Context: an optimization exercise on an open-source flow, tuned for small area, a short achievable clock period and few clock cycles per item. The choices shown serve that exercise and are no tape-out recipe. Where RTL was checked, it was by simulation tests only, not by an equivalence proof against the original. Power figures rest on the tool's default switching activity, not on a simulated workload. The flow treats the clock pin as an ideal source, which a real chip does not have.

Q:
==> flow/design.v <==
module dsam_stream_encoder #(
    parameter int DATA_WIDTH   = 16,
    parameter int MAX_CHANNELS = 256,
    parameter int CHAN_WIDTH   = 9
) (
    input  logic                  clk,
    input  logic                  reset,
    input  logic                  clear,
    input  logic [1:0]            mode,
    input  logic [CHAN_WIDTH-1:0] channels,
    input  logic                  in_valid,
    output logic                  in_ready,
    input  logic [DATA_WIDTH-1:0] in_data,
    output logic                  out_valid,
    input  logic                  out_ready,
    output logic [DATA_WIDTH-1:0] out_data
);
    localparam int W  = DATA_WIDTH;
    localparam int QD = 4;
    logic          in_ready_q;
    logic          accept;
    logic          a_v, a_clr;
    logic [1:0]    a_mode;
    logic [7:0]    a_chm1;     
    logic          a_n1, a_n2;
    logic [W-1:0]  a_x;
    logic [7:0]    ch_m1;
    assign in_ready = in_ready_q;
    assign accept   = in_valid && in_ready_q;
    assign ch_m1    = ((channels == 9'd0) || (channels > 9'd256)) ? 8'd255 : 8'(channels - 9'd1);
    always_ff @(posedge clk or negedge reset) begin
        if (!reset) begin
            a_v   <= 1'b0;
            a_clr <= 1'b0;
        end else begin
            a_v   <= accept;
            a_clr <= clear;
        end
    end
    always_ff @(posedge clk) begin
        a_x    <= in_data;
        a_mode <= mode;
        a_chm1 <= ch_m1;
        a_n1   <= (channels == 9'd1);
        a_n2   <= (channels == 9'd2);
    end
    logic [7:0] seg_sel_new;
    always_comb begin
        seg_sel_new[7]   = a_chm1[7];
        seg_sel_new[6:0] = a_chm1[7] ? a_chm1[6:0] : 7'(a_chm1[6:0] - 7'd2);
    end
    logic [1:0] mode_q;
    logic [7:0] seg_sel_q, seg_sel_d;
    logic [7:0] seg_en_q;
    logic       n1_q, n2_q;
    logic       cold_q;
    logic [7:0] rem_q;
    logic [W-2:0] c_q;
    logic [1:0] mode_e;
    logic       n1_e;
    logic       cold_e, warm;
    logic [7:0] rem_e;
    assign mode_e    = a_clr ? a_mode : mode_q;
    assign n1_e      = a_clr ? a_n1 : n1_q;
    assign cold_e    = a_clr | cold_q;
    assign warm      = !cold_e;
    assign rem_e     = a_clr ? a_chm1 : rem_q;
    assign seg_sel_d = a_clr ? seg_sel_new : seg_sel_q;
    logic [W-1:0] x0_q, p_q, r_q;
    logic [W-1:0] s1_q;
    logic [2*W-1:0] s2_q;
    logic [4*W-1:0] s4_q;
    logic [8*W-1:0] s8_q;
    logic [16*W-1:0] s16_q;
    logic [32*W-1:0] s32_q;
    logic [64*W-1:0] s64_q;
    logic [126*W-1:0] s126_q;
    logic [W-1:0] n1, n2, n4, n8, n16, n32, n64, n126;
    assign n1   = seg_sel_q[0] ? s1_q                  : x0_q;
    assign n2   = seg_sel_q[1] ? s2_q[2*W-1 -: W]      : n1;
    assign n4   = seg_sel_q[2] ? s4_q[4*W-1 -: W]      : n2;
    assign n8   = seg_sel_q[3] ? s8_q[8*W-1 -: W]      : n4;
    assign n16  = seg_sel_q[4] ? s16_q[16*W-1 -: W]    : p_q;
    assign n32  = seg_sel_q[5] ? s32_q[32*W-1 -: W]    : n16;
    assign n64  = seg_sel_q[6] ? s64_q[64*W-1 -: W]    : n32;
    assign n126 = seg_sel_q[7] ? s126_q[126*W-1 -: W]  : n64;
    always_ff @(posedge clk) begin
        if (a_v) begin
            x0_q <= a_x;
            p_q  <= n8;
            r_q  <= n1_e ? a_x : (n2_q ? x0_q : n126);
        end
        if (seg_en_q[0]) s1_q   <= x0_q;
        if (seg_en_q[1]) s2_q   <= {s2_q[W-1:0], n1};
        if (seg_en_q[2]) s4_q   <= {s4_q[3*W-1:0], n2};
        if (seg_en_q[3]) s8_q   <= {s8_q[7*W-1:0], n4};
        if (seg_en_q[4]) s16_q  <= {s16_q[15*W-1:0], p_q};
        if (seg_en_q[5]) s32_q  <= {s32_q[31*W-1:0], n16};
        if (seg_en_q[6]) s64_q  <= {s64_q[63*W-1:0], n32};
        if (seg_en_q[7]) s126_q <= {s126_q[125*W-1:0], n64};
    end
    logic [W-1:0] diff;
    logic         b_v, b_clr;
    logic [1:0]   b_mode;
    logic [W-1:0] b_d;
    assign diff = (mode_e[0] && warm) ? (a_x - r_q) : a_x;
    always_ff @(posedge clk or negedge reset) begin
        if (!reset) begin
            b_v   <= 1'b0;
            b_clr <= 1'b0;
        end else begin
            b_v   <= a_v;
            b_clr <= a_clr;
        end
    end
    always_ff @(posedge clk) begin
        b_d    <= diff;
        b_mode <= mode_e;
    end
    always_ff @(posedge clk or negedge reset) begin
        if (!reset) begin
            mode_q    <= 2'd3;
            seg_sel_q <= 8'hff;    
            seg_en_q  <= 8'h00;
            n1_q      <= 1'b0;
            n2_q      <= 1'b0;
            cold_q    <= 1'b1;
            rem_q     <= 8'd255;
        end else begin
            seg_en_q <= seg_sel_d & {8{accept}};
            if (a_clr) begin
                mode_q    <= a_mode;
                seg_sel_q <= seg_sel_new;
                n1_q      <= a_n1;
                n2_q      <= a_n2;
            end
            if (a_v) begin
                if (cold_e) begin
                    if (rem_e == 8'd0) begin
                        cold_q <= 1'b0;
                    end else begin
                        cold_q <= 1'b1;
                        rem_q  <= rem_e - 8'd1;
                    end
                end
            end else if (a_clr) begin
                cold_q <= 1'b1;
                rem_q  <= a_chm1;
            end
        end
    end
    logic         sgn;
    logic [W-2:0] mag;
    logic [W-2:0] c_e;
    logic [W-2:0] cn;
    logic [W-1:0] word;
    always_comb begin
        sgn  = b_d[W-1];
        mag  = sgn ? ~b_d[W-2:0] : b_d[W-2:0];
        c_e  = b_clr ? '0 : c_q;
        cn   = mag ^ c_e;
        case (b_mode)
            2'd0:    word = b_d;
            2'd1:    word = {sgn, mag};
            default: word = {sgn, cn};
        endcase
    end
    always_ff @(posedge clk or negedge reset) begin
        if (!reset) begin
            c_q <= '0;
        end else if (b_v && b_mode[1]) begin
            c_q <= cn;
        end else if (b_clr) begin
            c_q <= '0;
        end
    end
    logic [QD-1:0] qv_q, qv_d;
    logic [W-1:0]  q_q [QD];
    logic          take;
    logic [2:0]    cnt_q, cnt_d;
    logic          in_ready_d;
    logic [W-1:0]  out_q, q0_d;
    logic          out_valid_q;
    assign out_valid = out_valid_q;
    assign out_data  = out_q;
    assign take      = qv_q[0] && out_ready;
    always_comb begin
        logic [QD:0] v_ext;
        v_ext = {1'b0, qv_q};
        if (take) v_ext = {1'b0, v_ext[QD:1]};
        qv_d = v_ext[QD-1:0];
        if (b_v) qv_d = {qv_d[QD-2:0], 1'b1};
        if (accept && !take)      cnt_d = cnt_q + 3'd1;
        else if (!accept && take) cnt_d = cnt_q - 3'd1;
        else                      cnt_d = cnt_q;
        if (take) in_ready_d = accept ? (cnt_q != 3'd4) : 1'b1;
        else      in_ready_d = accept ? (cnt_q <  3'd3) : (cnt_q != 3'd4);
    end
    always_ff @(posedge clk or negedge reset) begin
        if (!reset) begin
            qv_q        <= '0;
            cnt_q       <= '0;
            in_ready_q  <= 1'b0;
            out_valid_q <= 1'b0;
        end else begin
            qv_q        <= qv_d;
            cnt_q       <= cnt_d;
            in_ready_q  <= in_ready_d;
            out_valid_q <= |qv_d;
        end
    end
    always_comb begin
        q0_d = q_q[0];
        if (take) begin
            if (qv_q[1]) q0_d = q_q[1];
            else if (qv_q[0]) q0_d = word;
        end else if (!qv_q[0]) begin
            q0_d = word;
        end
    end
    always_ff @(posedge clk) begin
        out_q <= q0_d;
    end
    always_ff @(posedge clk) begin
        for (int i = 0; i < QD; i++) begin
            if (take) begin
                if (i + 1 < QD && qv_q[i+1]) q_q[i] <= q_q[i+1];
                else if (qv_q[i] && (i + 1 >= QD || !qv_q[i+1])) q_q[i] <= word;
            end else begin
                if (!qv_q[i] && (i == 0 || qv_q[i-1])) q_q[i] <= word;
            end
        end
    end
endmodule
clock: 8.8 ns
lec_check: 0
abc_clock_period_in_ps: 3000
cap_margin: 20
core_margin: 2
core_utilization: 60
cts_cluster_diameter: 100
cts_cluster_size: 30
place_density: 0.7
setup_slack_margin: 5
slew_margin: 20
synth_memory_max_bits: 8192
standard.sh (not shown) runs the stock make flow with config.mk's settings and CLKGATE_MAP_FILE= SYNTH_SCRIPT=/design/flow/synth_recipe.tcl, a recipe that flattens the netlist after the stock synthesis.
==> flow/flow/run.sh <==
#!/bin/bash
set -euo pipefail
bash standard.sh SETUP_SLACK_MARGIN=6.0 \
  BUFFER_PORTS_ARGS="-buffer_cell sky130_fd_sc_hd__buf_4" \
  finish > std_flow.log 2>&1
Testbench counts of Q, summed over its fixed seeds: cycles 27,224, items 27,200.
Changes in R relative to Q:
# Q
export LEC_CHECK = 0
export ABC_CLOCK_PERIOD_IN_PS = 3000
export CAP_MARGIN = 20
export CORE_MARGIN = 2
export CORE_UTILIZATION = 60
export CTS_CLUSTER_DIAMETER = 100
export CTS_CLUSTER_SIZE = 30
export PLACE_DENSITY = 0.7
export SETUP_SLACK_MARGIN = 5
export SLEW_MARGIN = 20
export SYNTH_MEMORY_MAX_BITS = 8192
create_clock -name core_clock -period 8.8 [get_ports {clk}]
# R
export LEC_CHECK = 0
export ABC_CLOCK_PERIOD_IN_PS = 3000
export CAP_MARGIN = 20
export CORE_MARGIN = 2
export CORE_UTILIZATION = 65
export CTS_CLUSTER_DIAMETER = 80
export CTS_CLUSTER_SIZE = 25
export PLACE_DENSITY = 0.75
export SETUP_SLACK_MARGIN = 5
export SLEW_MARGIN = 20
export SYNTH_MEMORY_MAX_BITS = 8192
create_clock -name core_clock -period 8.8 [get_ports {clk}]
==> flow/flow/run.sh <==
#!/bin/bash
set -euo pipefail
bash standard.sh SETUP_SLACK_MARGIN=5.8 \
  BUFFER_PORTS_ARGS="-buffer_cell sky130_fd_sc_hd__buf_4" \
  finish > std_flow.log 2>&1
==> notes.md <==
Q and R ended up with nearly the same area of all placed cells without fillers.
Between R and Q, the insertion delay to the later sink of the worst-skew pair figures differ only marginally.
R ends up with a violation count after the first detailed-routing iteration that is 2.1% higher than in Q.
The fraction of the cycle the final worst path needs in R sits 0.17 points above the value recorded for Q.


## oak
Starts from the design.v that is shown in full above.
clock: 8.8 ns
lec_check: 0
abc_clock_period_in_ps: 3000
cap_margin: 20
core_margin: 2
core_utilization: 60
cts_cluster_diameter: 100
cts_cluster_size: 30
place_density: 0.7
setup_slack_margin: 5
slew_margin: 20
synth_memory_max_bits: 8192
==> flow/flow/run.sh <==
#!/bin/bash
set -euo pipefail
bash standard.sh SETUP_SLACK_MARGIN=5.8 \
  BUFFER_PORTS_ARGS="-buffer_cell sky130_fd_sc_hd__buf_4" \
  finish > std_flow.log 2>&1
Testbench counts of oak, summed over its fixed seeds: cycles 27,224, items 27,200.
Input changes introduced in pine (baseline for comparison: oak):
diff --git a/flow/config.mk b/flow/config.mk
--- a/flow/config.mk
+++ b/flow/config.mk
@@ -9,7 +9,7 @@
 export CAP_MARGIN = 20
 export CORE_MARGIN = 2
-export CORE_UTILIZATION = 60
-export CTS_CLUSTER_DIAMETER = 100
-export CTS_CLUSTER_SIZE = 30
+export CORE_UTILIZATION = 55
+export CTS_CLUSTER_DIAMETER = 80
+export CTS_CLUSTER_SIZE = 25
 export PLACE_DENSITY = 0.7
 export SETUP_SLACK_MARGIN = 5
- Taking oak as the reference, in pine floorplan row count went up about 4.7%, amount of wire on met3 after detailed routing went down 700 um, clock share of power went up 1.3 points, synthesized cell count held.
- Against oak as the reference, pine delivers a higher maximum achievable frequency.
- The number of search-and-repair iterations in the first detailed-routing pass reported for pine is greater than that of oak by 1.
- The transition at the pin with the smallest max-transition slack of pine falls short of that of oak by 7.1 ps.
- ~same maximum single-stage delay on the critical path in oak and pine
- When the final numbers for oak and pine were put side by side, the aggregate routed wire length turned out to be greater in pine.
- [compare] base=oak new=pine: setup slack rose 17 ps; number of gates given a new drive strength after cts higher.


Setup of ember:
Starts from the design.v that is shown in full above.
export LEC_CHECK = 0
export ABC_CLOCK_PERIOD_IN_PS = 3000
export CAP_MARGIN = 20
export CORE_MARGIN = 2
export CORE_UTILIZATION = 60
export CTS_CLUSTER_DIAMETER = 80
export CTS_CLUSTER_SIZE = 25
export PLACE_DENSITY = 0.7
export SETUP_SLACK_MARGIN = 5
export SLEW_MARGIN = 20
export SYNTH_MEMORY_MAX_BITS = 8192
create_clock -name core_clock -period 8.8 [get_ports {clk}]
==> flow/flow/run.sh <==
#!/bin/bash
set -euo pipefail
bash standard.sh SETUP_SLACK_MARGIN=5.8 \
  CTS_ARGS="-sink_clustering_enable -repair_clock_nets -sink_clustering_size 30 -sink_clustering_max_diameter 100 -dont_use_dummy_load" \
  finish > std_flow.log 2>&1
Testbench counts of ember, summed over its fixed seeds: cycles 27,224, items 27,200.
[inputs] xenon vs ember
==> flow/flow/run.sh <==
#!/bin/bash
set -euo pipefail
bash standard.sh SETUP_SLACK_MARGIN=5.8 finish > std_flow.log 2>&1
[summary]
- Die area: xenon vs ember — no meaningful difference
- Looking only at proportion of layout cells with a drive suffix above 1, and setting everything else aside, the higher value of ember and xenon goes to xenon.
- Looking at clock group share of total power, xenon sits 2.0 points higher than ember does.


Another version of the RTL of dsam_stream_encoder (not shown whole).
Size: ~5000 cells after synthesis, ~50 I/O pins, roughly 130000 um2 of cells after synthesis.
clock: 8.8 ns
lec_check: 0
abc_clock_period_in_ps: 3000
cap_margin: 20
core_margin: 2
core_utilization: 40
cts_cluster_diameter: 80
cts_cluster_size: 25
setup_slack_margin: 5
slew_margin: 20
synth_memory_max_bits: 8192
==> flow/flow/run.sh <==
#!/bin/bash
set -euo pipefail
bash standard.sh SETUP_SLACK_MARGIN=5.6 finish > std_flow.log 2>&1
Testbench counts at the start, summed over its fixed seeds: cycles 27,224, items 27,200.
Change:
==> flow/run.sh (new file) <==
#!/bin/bash
# synth_recipe.tcl (not shown) runs the flow's synth.tcl, then flattens the netlist and writes it again
# the make line also repeats each setting of config.mk as NAME=value (left out here)
make -C /OpenROAD-flow-scripts/flow DESIGN_CONFIG=/design/flow/config.mk WORK_HOME=/design/flow/orfs CLKGATE_MAP_FILE= SYNTH_SCRIPT=/design/flow/synth_recipe.tcl finish
removed: flow/flow/run.sh
removed: flow/standard.sh
After rerunning: Routed wire length decreases by about 0.6%; cell count stays flat; setup slack is worse by 0.29 ns; register-to-register slack gets worse by 0.40 ns; power stays flat; hold slack stays flat.


Setup of the baseline:
Another version of the RTL of dsam_stream_encoder (not shown whole).
For scale: ~5000 cells after synthesis, roughly 50 I/O pins, ~130000 µm² of cells after synthesis.
clock: 8.8 ns
lec_check: 0
abc_clock_period_in_ps: 3000
cap_margin: 20
core_margin: 2
core_utilization: 40
setup_slack_margin: 5
slew_margin: 20
synth_memory_max_bits: 8192
run.sh (not shown) runs the stock make flow with config.mk's settings and CLKGATE_MAP_FILE= SYNTH_SCRIPT=/design/flow/synth_recipe.tcl, a recipe that flattens the netlist after the stock synthesis.
Stock flow here: none of the scripts above is used.
Testbench counts of the baseline, summed over its fixed seeds: cycles 27,224, items 27,200.
Here is what was changed in the inputs of the candidate compared with the baseline.
Settings: ABC_CLOCK_PERIOD_IN_PS no longer set, was 3000; SETUP_SLACK_MARGIN no longer set, was 5.
--- outcome ---
Between the baseline and the candidate, the difference in fraction of cell area in non-clock buffers is negligible.
Comparing the baseline and the candidate, the higher diode insertion count for antenna repair was measured on the candidate.
The flip-flop and latch area was comparable across the baseline and the candidate.
Looking at the baseline and the candidate, the fraction of area in clock buffers and inverters is a wash.
Wire length essentially unchanged between the baseline and the candidate.
The baseline and the candidate ended up with roughly the same cell area.
The candidate -> the baseline: layout filler cell count flat
The baseline and the candidate ended up with nearly the same average detailed-routed wire length per instance.
The final total negative setup slack of the candidate and that of the baseline are within noise of each other.
STATUS first-iteration DRC count: the candidate wins against the baseline


before:
Another version of the RTL of dsam_stream_encoder (not shown whole).
For scale: about 4200 flip-flops, roughly 130000 µm² of cells after synthesis.
==> flow/design.v (excerpt) <==
module dsam_stream_encoder #(
    parameter int DATA_WIDTH   = 16,
    parameter int MAX_CHANNELS = 256,
    parameter int CHAN_WIDTH   = 9
) (
    input  logic                  clk,
    input  logic                  reset,
    input  logic                  clear,
    input  logic [1:0]            mode,
    input  logic [CHAN_WIDTH-1:0] channels,
    input  logic                  in_valid,
    output logic                  in_ready,
    input  logic [DATA_WIDTH-1:0] in_data,
    output logic                  out_valid,
    input  logic                  out_ready,
    output logic [DATA_WIDTH-1:0] out_data
);
clock: 8.8 ns
lec_check: 0
abc_clock_period_in_ps: 3000
cap_margin: 20
core_margin: 2
core_utilization: 60
cts_cluster_diameter: 100
cts_cluster_size: 30
place_density: 0.7
setup_slack_margin: 5
slew_margin: 20
synth_memory_max_bits: 8192
standard.sh (not shown) runs the stock make flow with config.mk's settings and CLKGATE_MAP_FILE= SYNTH_SCRIPT=/design/flow/synth_recipe.tcl, a recipe that flattens the netlist after the stock synthesis.
==> flow/flow/run.sh <==
#!/bin/bash
set -euo pipefail
bash standard.sh SETUP_SLACK_MARGIN=5.8 \
  BUFFER_PORTS_ARGS="-buffer_cell sky130_fd_sc_hd__buf_4" \
  finish > std_flow.log 2>&1
No stage failed in before, and the final checks on the layout all came back clean.
Changes in after relative to before:
- CTS_CLUSTER_SIZE now 25, was 30
- CTS_CLUSTER_DIAMETER now 80, was 100
==> comparison <==
Re port buffer count: no difference whatsoever between after and before. Summary of the comparison: net count reported at finish is higher in after, relative to before. Of after and before, the lower clock network latency to the later pin of the worst-skew pair belongs to before. Per the comparison of after with before, transition time at the pin with the least slew margin barely changed, final critical delay including setup and external delays higher, total power increased by 2.9% relative to the old numbers, cell count shows an increase of 54. after ended up with a lower final worst hold slack than before did. Number of buffers outside the clock class in the layout: after > before.
No run of this note included a check of the RTL's function; only the layout flow was run.

## static timing again, ports no longer ideal
No port has a modelled driver above. Below, the same layouts with a new extraction and two added sets of constraints. Step 1, drivers: a clkbuf_16 drives clk and a buf_2 each remaining input, both assumed. Step 2 times the ports against the registers' clock, not the clock port: input delays grow and output delays shrink by t, the midpoint of the rising clock arrivals with the driver on. Three values: ideal, step 1, step 2; two values: the first two.
run	shift t [ns]	slack for setup (ns)	clock arrival spread, ns	worst data-port slew with drivers (ns)
Q	0.932	5.652 / 5.565 / 5.048	0.036 / 0.036	0.30
R	0.920	5.637 / 5.552 / 5.020	0.045 / 0.045	0.13
oak	0.932	5.649 / 5.561 / 5.042	0.037 / 0.036	0.30
pine	0.930	5.666 / 5.574 / 5.150	0.046 / 0.047	0.11
ember	0.870	5.701 / 5.618 / 4.874	0.089 / 0.088	0.29
xenon	0.920	5.680 / 5.591 / 4.853	0.045 / 0.045	0.31
the first run of note 4	0.962	5.407 / 5.307 / 4.924	0.067 / 0.067	0.05
the second run of note 4	0.962	5.117 / 5.056 / 4.221	0.070 / 0.070	0.05
the baseline	1.015	5.160 / 5.057 / 4.671	0.079 / 0.080	0.04
the candidate	1.014	5.060 / 4.958 / 4.670	0.080 / 0.079	0.04
before	0.909	5.593 / 5.511 / 4.804	0.037 / 0.037	0.17
after	0.926	5.573 / 5.489 / 4.854	0.060 / 0.061	0.17
After both steps setup and hold are still met in every run listed. The setup slack of the second run of note 4, which loses most, moves by -0.061 ns with the drivers and by -0.896 ns with both steps.
